From an optimization exercise on the open Yosys and OpenROAD flow, aimed at small area and a short achievable clock period; shortcuts taken in it are not production practice.
In this exercise RTL edits were held to simulation tests only and were not proved equivalent to the original.
Power and IR drop assume default switching activity.

==> flow/design.v <==
`default_nettype none
package rob_pkg;
    typedef logic [3-1:0] rob_id_t;
    typedef logic [16-1:0] rob_data_t;
    typedef struct packed {
        logic      completed;
        rob_data_t data;
    } rob_entry_t;
    typedef struct packed {
        rob_id_t   id;
        rob_data_t data;
    } rob_commit_t;
    function automatic rob_id_t id_next(input rob_id_t id);
        logic carry;
        carry = 1'b1;
        for (int i = 0; i < 3; i++) begin
            id_next[i] = id[i] ^ carry;
            carry      = carry & id[i];
        end
    endfunction
endpackage
`default_nettype wire
`timescale 1ns/10ps
`default_nettype none
module rob_memory (
    input  wire logic                                 clk_i,
    input  wire logic                                 rst_ni,
    input  wire logic [4-1:0]             wr_valid_i,
    input  wire logic [4*3-1:0]   wr_id_i,
    input  wire logic [4*16-1:0] wr_data_i,
    input  wire logic [8-1:0]                head_sel_i,
    input  wire logic                                 clear_i,
    output logic                                      head_done_o,
    output logic [8*16-1:0]         data_o
);
    logic [8-1:0] completed_q;
    logic [8-1:0] port_sel [4];
    logic [3:0]            port_lo  [4];
    logic [1:0]            port_hi  [4];
    for (genvar p = 0; p < 4; p++) begin : gen_dec
        rob_decode dec (
            .valid_i (wr_valid_i[p]),
            .id_i    (wr_id_i[p*3 +: 3]),
            .lo_o    (port_lo[p]),
            .hi_o    (port_hi[p]),
            .sel_o   (port_sel[p])
        );
    end
    for (genvar e = 0; e < 8; e++) begin : gen_entry
        logic [4-1:0] wr_sel;
        logic [4-1:0] wr_hi;
        logic [4-1:0] wr_lo;
        logic                     wr_any;
        rob_pkg::rob_data_t       data_q;
        rob_pkg::rob_data_t       data_d;
        for (genvar p = 0; p < 4; p++) begin : gen_port
            assign wr_sel[p] = port_sel[p][e];
            assign wr_hi[p]  = port_hi[p][e / 4];
            assign wr_lo[p]  = port_lo[p][e % 4];
        end
        rob_any wr_any_gate (
            .a_i   (wr_hi),
            .b_i   (wr_lo),
            .any_o (wr_any)
        );
        always_ff @(posedge clk_i) begin
            if (!rst_ni) begin
                completed_q[e] <= 1'b0;
            end else if (wr_any) begin
                completed_q[e] <= 1'b1;
            end else if (clear_i && head_sel_i[e]) begin
                completed_q[e] <= 1'b0;
            end
        end
        rob_select #(.N(4)) wr_mux (
            .sel_i  (wr_sel),
            .hold_i (completed_q[e]),
            .data_i (wr_data_i),
            .q_i    (data_q),
            .d_o    (data_d)
        );
        always_ff @(posedge clk_i) begin
            data_q <= data_d;
        end
        assign data_o[e*16 +: 16] = data_q;
    end
    assign head_done_o = |(completed_q & head_sel_i);
endmodule
module rob_select #(
    parameter int N = 4
) (
    input  wire logic [N-1:0]            sel_i,
    input  wire logic                    hold_i,
    input  wire logic [N*16-1:0] data_i,
    input  rob_pkg::rob_data_t           q_i,
    output rob_pkg::rob_data_t           d_o
);
    localparam int T = N + 1;
    localparam int G = (T + 2) / 3;
    logic [T-1:0]             sel;
    logic [T*16-1:0] data;
    rob_pkg::rob_data_t       grp_n [G];
    assign sel  = {sel_i, hold_i};
    assign data = {data_i, q_i};
    for (genvar g = 0; g < G; g++) begin : gen_grp
        localparam int K = (3*g + 3 <= T) ? 3 : T - 3*g;
        rob_aoi #(.K(K)) aoi (
            .sel_i  (sel[3*g +: K]),
            .data_i (data[3*g*16 +: K*16]),
            .y_no   (grp_n[g])
        );
    end
    always_comb begin
        d_o = '0;
        for (int g = 0; g < G; g++) begin
            d_o = d_o | ~grp_n[g];
        end
    end
endmodule
module rob_aoi #(
    parameter int K = 3
) (
    input  wire logic [K-1:0]             sel_i,
    input  wire logic [K*16-1:0] data_i,
    output rob_pkg::rob_data_t            y_no
);
    always_comb begin
        y_no = '1;
        for (int i = 0; i < K; i++) begin
            y_no = y_no & ~({16{sel_i[i]}} & data_i[i*16 +: 16]);
        end
    end
endmodule
module rob_decode (
    input  wire logic              valid_i,
    input  rob_pkg::rob_id_t       id_i,
    output logic [3:0]             lo_o,
    output logic [1:0]             hi_o,
    output logic [8-1:0]  sel_o
);
    logic [3:0] lo;
    logic [1:0] hi;
    assign lo_o = lo;
    assign hi_o = hi;
    rob_predecode predec (
        .valid_i (valid_i),
        .id_i    (id_i),
        .lo_o    (lo),
        .hi_o    (hi)
    );
    for (genvar e = 0; e < 8; e++) begin : gen_sel
        assign sel_o[e] = hi[e / 4] & lo[e % 4];
    end
endmodule
module rob_predecode (
    input  wire logic              valid_i,
    input  rob_pkg::rob_id_t       id_i,
    output logic [3:0]             lo_o,
    output logic [1:0]             hi_o
);
    for (genvar k = 0; k < 4; k++) begin : gen_lo
        assign lo_o[k] = (id_i[1:0] == 2'(k));
    end
    assign hi_o[0] = valid_i & ~id_i[2];
    assign hi_o[1] = valid_i &  id_i[2];
endmodule
module rob_any (
    input  wire logic [4-1:0] a_i,
    input  wire logic [4-1:0] b_i,
    output logic                          any_o
);
    assign any_o = |(a_i & b_i);
endmodule
`default_nettype wire
`timescale 1ns/10ps
`default_nettype none
module retire_stage (
    input  wire logic clk_i,
    input  wire logic rst_ni,
    input  wire logic issue_valid_i,
    output logic      issue_ready_o,
    output logic      issue_id_valid_o,
    output rob_pkg::rob_id_t   issue_id_o,
    input  wire logic issue_id_ready_i,
    input  wire logic [4-1:0]             retire_valid_i,
    input  wire logic [4*3-1:0]   retire_id_i,
    input  wire logic [4*16-1:0] retire_data_i,
    output logic      commit_valid_o,
    output rob_pkg::rob_id_t   commit_id_o,
    output rob_pkg::rob_data_t commit_data_o,
    input  wire logic commit_ready_i
);
    rob_pkg::rob_id_t   last_id_q;    
    rob_pkg::rob_id_t   prev_head_q;  
    rob_pkg::rob_id_t   head_id;
    rob_pkg::rob_id_t   last_id_inc;
    logic               full_d;
    logic               not_full_q;    
    logic               issue_busy_q;  
    logic               issue_valid_d;
    logic               issue_valid_q;
    logic               issue_in_ready;
    logic               alloc;
    logic               commit_valid_q;
    logic               commit_in_ready;
    logic               head_done;
    logic               head_ready;
    logic               pop;
    logic [8-1:0] head_sel;
    logic [8-1:0] load_sel;
    logic [8*16-1:0] mem_data;
    rob_pkg::rob_data_t commit_data_d;
    rob_pkg::rob_data_t commit_data_q;
    assign issue_in_ready = ~issue_valid_q | issue_id_ready_i;
    rob_ready_gate issue_ready_gate (
        .busy_i  (issue_busy_q),
        .avail_i (not_full_q),
        .ready_i (issue_id_ready_i),
        .ready_o (issue_ready_o)
    );
    assign alloc          = issue_valid_i & issue_ready_o;
    assign head_id     = rob_pkg::id_next(prev_head_q);
    assign last_id_inc = rob_pkg::id_next(last_id_q);
    for (genvar e = 0; e < 8; e++) begin : gen_head
        assign head_sel[e] = (head_id == rob_pkg::rob_id_t'(e));
    end
    rob_memory rob_memory0 (
        .clk_i       (clk_i),
        .rst_ni      (rst_ni),
        .wr_valid_i  (retire_valid_i),
        .wr_id_i     (retire_id_i),
        .wr_data_i   (retire_data_i),
        .head_sel_i  (head_sel),
        .clear_i     (pop),
        .head_done_o (head_done),
        .data_o      (mem_data)
    );
    assign head_ready      = head_done;
    assign commit_in_ready = ~commit_valid_q | commit_ready_i;
    assign pop             = head_ready & commit_in_ready;
    always_comb begin
        full_d = ~not_full_q;
        if (alloc && !pop) begin
            full_d = (last_id_inc == prev_head_q);
        end else if (pop && !alloc) begin
            full_d = 1'b0;
        end
    end
    assign issue_valid_d = issue_in_ready ? alloc : issue_valid_q;
    always_ff @(posedge clk_i) begin
        if (!rst_ni) begin
            last_id_q      <= '1;
            prev_head_q    <= '1;
            not_full_q     <= 1'b1;
            issue_busy_q   <= 1'b0;
            issue_valid_q  <= 1'b0;
            commit_valid_q <= 1'b0;
        end else begin
            if (alloc) begin
                last_id_q <= last_id_inc;
            end
            if (pop) begin
                prev_head_q <= head_id;
            end
            not_full_q    <= ~full_d;
            issue_busy_q  <= full_d | issue_valid_d;
            issue_valid_q <= issue_valid_d;
            if (commit_in_ready) begin
                commit_valid_q <= head_ready;
            end
        end
    end
    assign load_sel = head_sel & {8{commit_in_ready}};
    rob_select #(.N(8)) commit_mux (
        .sel_i  (load_sel),
        .hold_i (~commit_in_ready),
        .data_i (mem_data),
        .q_i    (commit_data_q),
        .d_o    (commit_data_d)
    );
    always_ff @(posedge clk_i) begin
        commit_data_q <= commit_data_d;
    end
    assign issue_id_valid_o = issue_valid_q;
    assign issue_id_o       = last_id_q;
    assign commit_valid_o   = commit_valid_q;
    assign commit_id_o      = prev_head_q;
    assign commit_data_o    = commit_data_q;
endmodule
module rob_ready_gate (
    input  wire logic busy_i,
    input  wire logic avail_i,
    input  wire logic ready_i,
    output logic      ready_o
);
    logic avail_ready_n;
    rob_nand2 nand_in  (.a_i(avail_i), .b_i(ready_i),       .y_o(avail_ready_n));
    rob_nand2 nand_out (.a_i(busy_i),  .b_i(avail_ready_n), .y_o(ready_o));
endmodule
module rob_nand2 (
    input  wire logic a_i,
    input  wire logic b_i,
    output logic      y_o
);
    assign y_o = ~(a_i & b_i);
endmodule
`default_nettype wire
export LEC_CHECK = 0
export CAP_MARGIN = 20
export CORE_MARGIN = 2
export CORE_UTILIZATION = 30
export CTS_BUF_LIST = sky130_fd_sc_hd__clkbuf_2 sky130_fd_sc_hd__clkbuf_4 sky130_fd_sc_hd__clkbuf_8
export PLACE_DENSITY = 0.45
export SETUP_SLACK_MARGIN = 2.5
export SLEW_MARGIN = 20
export SYNTH_HIERARCHICAL = 1
create_clock -name core_clock -period 4.5 [get_ports {clk_i}]
standard.sh (not shown) runs the stock make flow with config.mk's settings and CLKGATE_MAP_FILE= SYNTH_SCRIPT=/design/flow/synth_recipe.tcl, a recipe that flattens the netlist after the stock synthesis.
==> flow/flow/run.sh <==
#!/bin/bash
# Layout flow: the standard flow (standard.sh) with three changes
#  - logic is mapped by ABC with an area-oriented script (flow/abc_area.script);
#    flip-flops are mapped before ABC, so the registers are the standard ones
#  - the port buffers are plain buf_1 cells
#  - clock tree synthesis adds no dummy load cells
# Each tool's output goes to the log files ORFS writes under orfs/logs, and
# the whole run's output to flow_run.log here.
set -euo pipefail
here=$(pwd)
{
  printf 'proc abc {args} {\n'
  printf '  set i [lsearch $args -script]\n'
  printf '  if {$i >= 0} { lset args [expr {$i + 1}] %s }\n' "$here/flow/abc_area.script"
  printf '  yosys abc {*}$args\n'
  printf '}\n'
  cat "$here/synth_recipe.tcl"
} > "$here/own_synth.tcl"
sed "s|SYNTH_SCRIPT=[^ ]*|SYNTH_SCRIPT=$here/own_synth.tcl|" standard.sh > own_standard.sh
grep -q "SYNTH_SCRIPT=$here/own_synth.tcl" own_standard.sh
export BUFFER_PORTS_ARGS="-buffer_cell sky130_fd_sc_hd__buf_1"
export CTS_ARGS="-sink_clustering_enable -repair_clock_nets -dont_use_dummy_load -buf_list {sky130_fd_sc_hd__clkbuf_2 sky130_fd_sc_hd__clkbuf_4 sky130_fd_sc_hd__clkbuf_8}"
bash own_standard.sh finish > flow_run.log 2>&1
==> flow/flow/abc_area.script <==
&get -n
&st
&dch
&nf -a
&put
==> next run, changes <==
--- a/flow/flow/run.sh
+++ b/flow/flow/run.sh
@@ -1,3 +1,3 @@
 #!/bin/bash
-# Layout flow: the standard flow (standard.sh) with three changes
+# Layout flow: the standard flow (standard.sh) with two changes
 #  - logic is mapped by ABC with an area-oriented script (flow/abc_area.script);
- SETUP_SLACK_MARGIN: 2.5 -> 2.35
Power goes down by about 0.5%.
Routed wire length drops by about 1.4%.
Final area is about the same.
First-iteration DRC count decreases by about 3%.
Register-to-register slack gets better by 30 ps.
Worst setup slack is about the same.
Final cell count climbs by 0.40%.
Clock power barely changes.

==> separate check: timing with driven ports <==
The flow's constraints put no driver on any port. The routed layouts listed below were extracted and timed again, unchanged, in two steps.
Step 1, drivers: a clkbuf_16 drives clk_i and a buf_2 each remaining input, both assumed.
Step 2 adds t to the input delays and takes it off the output delays; t is the mean of the earliest and latest rising clock arrival at the registers after step 1. Input paths then give back, and output paths get back, about the clock's delay inside the block.
Slacks: ideal ports / drivers / drivers and shift; pairs: ideal ports / drivers.
run | shift t [ns] | slack for setup (ns) | worst hold slack (ns) | worst data-port slew with drivers (ns)
the first run | 0.495 | 2.314 / 2.314 / 2.095 | 0.484 / 0.484 / 0.484 | 0.04
the second run | 0.493 | 2.314 / 2.336 / 1.846 | 0.473 / 0.473 / 0.473 | 0.05
After both steps setup and hold are still met in every run listed. For the second run, which loses most, drivers alone change the setup slack by +0.022 ns; drivers and shift together by -0.468 ns.
